This design comes from an exercise in tuning for small area, a short achievable clock period and few clock cycles per item on the open sky130 flow, not from production work.
Where RTL was checked, it was by simulation tests only, not by an equivalence proof against the original.

==> module fnv_lane_mix, before the edit <==
module fnv_lane_mix #(
  parameter int             LANES     = 4,
  parameter int             W         = 32,
  parameter logic [W-1:0]   FNV_PRIME = 32'h01000193
) (
  input  logic               clk,
  input  logic               rst,
  input  logic               in_valid,
  output logic               in_ready,
  input  logic [1:0]         mode,
  input  logic [LANES*W-1:0] a,
  input  logic [LANES*W-1:0] b,
  output logic               out_valid,
  input  logic               out_ready,
  output logic [LANES*W-1:0] c,
  output logic [W-1:0]       digest,
  output logic               out_err
);
  logic         adv;
  logic         v1_q, v2_q;
  logic [1:0]   md1_q, md2_q;
  logic [W-1:0] r1_l0_q, r1_l3_q, r1_m1_q, r1_x1_q, r1_m2_q, r1_x2_q;
  logic [W-1:0] r2_l0_q, r2_l1_q, r2_l3_q, r2_m2_q, r2_x2_q;
  logic [W-1:0] a0, a1, a2, a3, b0, b1, b2, b3;
  logic         md0, md1, md2;
  logic [W-1:0] p0, p3, p1, p2;
  logic [W-1:0] y0, y3, m1, x1, m2, x2, y1, y2;
  logic         f1, f2;
  assign adv      = !v2_q || out_ready;
  assign in_ready = adv;
  assign {a3, a2, a1, a0} = a;
  assign {b3, b2, b1, b0} = b;
  assign md0 = (mode == 2'd0);
  assign md1 = (mode == 2'd1);
  assign md2 = (mode == 2'd2);
  fnv_mulp u_mul0 (.x(md1 ? (a0 ^ b0) : a0), .y(p0));
  fnv_mulp u_mul3 (.x(md1 ? (a3 ^ b3) : a3), .y(p3));
  assign y0 = p0 ^ (md0 ? b0 : md2 ? a1 : '0);
  assign y3 = p3 ^ (md0 ? b3 : '0);
  assign m1 = md1 ? (a1 ^ b1) : a1;
  assign x1 = md0 ? b1 : md2 ? a2 : '0;
  assign m2 = md1 ? (a2 ^ b2) : a2;
  assign x2 = md0 ? b2 : md2 ? a3 : '0;
  assign f1 = (md1_q == 2'd2);
  fnv_mulp u_mul1 (.x(f1 ? r1_l0_q : r1_m1_q), .y(p1));
  assign y1 = p1 ^ r1_x1_q;
  assign f2 = (md2_q == 2'd2);
  fnv_mulp u_mul2 (.x(r2_m2_q), .y(p2));
  assign y2 = p2 ^ r2_x2_q;
  always_ff @(posedge clk) begin
    if (rst) begin
      v1_q <= 1'b0;
      v2_q <= 1'b0;
    end else if (adv) begin
      v1_q <= in_valid;
      v2_q <= v1_q;
    end
  end
  always_ff @(posedge clk) begin
    if (adv) begin
      md1_q   <= mode;
      r1_l0_q <= y0;
      r1_l3_q <= y3;
      r1_m1_q <= m1;
      r1_x1_q <= x1;
      r1_m2_q <= m2;
      r1_x2_q <= x2;
      md2_q   <= md1_q;
      r2_l0_q <= r1_l0_q;
      r2_l1_q <= y1;
      r2_l3_q <= r1_l3_q;
      r2_m2_q <= f1 ? y1 : r1_m2_q;
      r2_x2_q <= r1_x2_q;
    end
  end
  assign out_valid = v2_q;
  assign c         = md2_q[1] ? '0 : {r2_l3_q, y2, r2_l1_q, r2_l0_q};
  assign digest    = f2 ? y2 : '0;
  assign out_err   = (md2_q == 2'd3);
endmodule
Settings: LEC_CHECK=0, CAP_MARGIN=20, CORE_MARGIN=2, CORE_UTILIZATION=40, SETUP_SLACK_MARGIN=1.2, SLEW_MARGIN=20; clock period 7.0 ns.
standard.sh (not shown) runs the stock make flow with config.mk's settings and CLKGATE_MAP_FILE= SYNTH_SCRIPT=/design/flow/synth_recipe.tcl, a recipe that flattens the netlist after the stock synthesis.
==> flow/flow/run.sh <==
#!/bin/bash
# Standard layout, but the port buffers that placement inserts on every input and
# output are the smallest buffer (buf_1); timing repair resizes them where needed.
set -euo pipefail
bash standard.sh BUFFER_PORTS_ARGS="-buffer_cell sky130_fd_sc_hd__buf_1" finish > flow_standard.log 2>&1
Testbench counts at the start, summed over its fixed seeds: cycles 4,816, items 4,800.
Edit:
--- a/flow/design.v
+++ b/flow/design.v
@@ -14,22 +14,24 @@
   input  logic               out_ready,
   output logic [LANES*W-1:0] c,
   output logic [W-1:0]       digest,
   output logic               out_err
 );
   logic         adv;
-  logic         v1_q, v2_q;
-  logic [1:0]   md1_q, md2_q;
+  logic         v1_q, v2_q, v3_q;
+  logic [1:0]   md1_q, md2_q, md3_q;
+  logic         f1_q, f2_q;
   logic [W-1:0] r1_l0_q, r1_l3_q, r1_m1_q, r1_x1_q, r1_m2_q, r1_x2_q;
   logic [W-1:0] r2_l0_q, r2_l1_q, r2_l3_q, r2_m2_q, r2_x2_q;
+  logic [W-1:0] r3_l0_q, r3_l1_q, r3_l3_q, r3_y2_q;
   logic [W-1:0] a0, a1, a2, a3, b0, b1, b2, b3;
   logic         md0, md1, md2;
   logic [W-1:0] p0, p3, p1, p2;
   logic [W-1:0] y0, y3, m1, x1, m2, x2, y1, y2;
-  logic         f1, f2;
-  assign adv      = !v2_q || out_ready;
+  logic         l2;
+  assign adv      = !v3_q || out_ready;
   assign in_ready = adv;
   assign {a3, a2, a1, a0} = a;
   assign {b3, b2, b1, b0} = b;
   assign md0 = (mode == 2'd0);
   assign md1 = (mode == 2'd1);
   assign md2 = (mode == 2'd2);
@@ -38,48 +40,56 @@
   assign y0 = p0 ^ (md0 ? b0 : md2 ? a1 : '0);
   assign y3 = p3 ^ (md0 ? b3 : '0);
   assign m1 = md1 ? (a1 ^ b1) : a1;
   assign x1 = md0 ? b1 : md2 ? a2 : '0;
   assign m2 = md1 ? (a2 ^ b2) : a2;
   assign x2 = md0 ? b2 : md2 ? a3 : '0;
-  assign f1 = (md1_q == 2'd2);
-  fnv_mulp u_mul1 (.x(f1 ? r1_l0_q : r1_m1_q), .y(p1));
+  fnv_mulp u_mul1 (.x(f1_q ? r1_l0_q : r1_m1_q), .y(p1));
   assign y1 = p1 ^ r1_x1_q;
-  assign f2 = (md2_q == 2'd2);
-  fnv_mulp u_mul2 (.x(r2_m2_q), .y(p2));
+  assign l2 = !md2_q[1];
+  fnv_mulp u_mul2 (.x(f2_q ? r2_l1_q : r2_m2_q), .y(p2));
   assign y2 = p2 ^ r2_x2_q;
   always_ff @(posedge clk) begin
     if (rst) begin
       v1_q <= 1'b0;
       v2_q <= 1'b0;
+      v3_q <= 1'b0;
     end else if (adv) begin
       v1_q <= in_valid;
       v2_q <= v1_q;
+      v3_q <= v2_q;
     end
   end
   always_ff @(posedge clk) begin
     if (adv) begin
       md1_q   <= mode;
+      f1_q    <= md2;
       r1_l0_q <= y0;
       r1_l3_q <= y3;
       r1_m1_q <= m1;
       r1_x1_q <= x1;
       r1_m2_q <= m2;
       r1_x2_q <= x2;
       md2_q   <= md1_q;
+      f2_q    <= f1_q;
       r2_l0_q <= r1_l0_q;
       r2_l1_q <= y1;
       r2_l3_q <= r1_l3_q;
-      r2_m2_q <= f1 ? y1 : r1_m2_q;
+      r2_m2_q <= r1_m2_q;
       r2_x2_q <= r1_x2_q;
+      md3_q   <= md2_q;
+      r3_l0_q <= l2 ? r2_l0_q : '0;
+      r3_l1_q <= l2 ? r2_l1_q : '0;
+      r3_l3_q <= l2 ? r2_l3_q : '0;
+      r3_y2_q <= y2;
     end
   end
-  assign out_valid = v2_q;
-  assign c         = md2_q[1] ? '0 : {r2_l3_q, y2, r2_l1_q, r2_l0_q};
-  assign digest    = f2 ? y2 : '0;
-  assign out_err   = (md2_q == 2'd3);
+  assign out_valid = v3_q;
+  assign c         = {r3_l3_q, md3_q[1] ? '0 : r3_y2_q, r3_l1_q, r3_l0_q};
+  assign digest    = (md3_q == 2'd2) ? r3_y2_q : '0;
+  assign out_err   = (md3_q == 2'd3);
 endmodule
 module fnv_mulp (input logic [31:0] x, output logic [31:0] y);
   logic [31:0] r0, r1;
   logic t1, t2, t3, t4, t5, t6, t7, t8, t9, t10, t11, t12, t13, t14, t15, t16;
   logic t17, t18, t19, t20, t21, t22, t23, t24, t25, t26, t27, t28, t29, t30, t31, t32;
   logic t33, t34, t35, t36, t37, t38, t39, t40, t41, t42, t43, t44, t45, t46, t47, t48;
Result: Flip-flop and latch count rose by 133; cell count rose by a few percent; clock-buffer cell count rose by 11; wire length rose by a little under a tenth; via count rose by a few percent; clock skew fell by 0.0094 ns; critical path depth rose by 1; first-iteration DRC count fell slightly; global-route usage fell by 0.92 points; final area rose by roughly a tenth; setup slack gains 0.63 ns.
For the second run of this note, only the layout was checked, not whether the RTL still works.

-- port drivers added, routing unchanged --
No port has a modelled driver above. Below, the same layouts with a new extraction and two added sets of constraints.
Step 1: set_driving_cell puts a clkbuf_16 on clk and a buf_2 on each other input, an assumption about the parent block.
Step 2 adds t to the input delays and takes it off the output delays; t is the mean of the earliest and latest rising clock arrival at the registers after step 1. Input paths then give back, and output paths get back, about the clock's delay inside the block.
Slacks: ideal ports / drivers / drivers and shift; pairs: ideal ports / drivers.
run	t (ns)	setup slack, ns	worst setup path after step 2	latest minus earliest clock arrival (ns)
the first run	0.633	0.739 / 0.681 / 0.613	input to register	0.028 / 0.028
the second run	0.675	1.370 / 1.405 / 0.730	input to register	0.023 / 0.024
After both steps setup and hold are still met in every run listed. For the second run, which loses most, drivers alone change the setup slack by +0.035 ns; drivers and shift together by -0.640 ns.
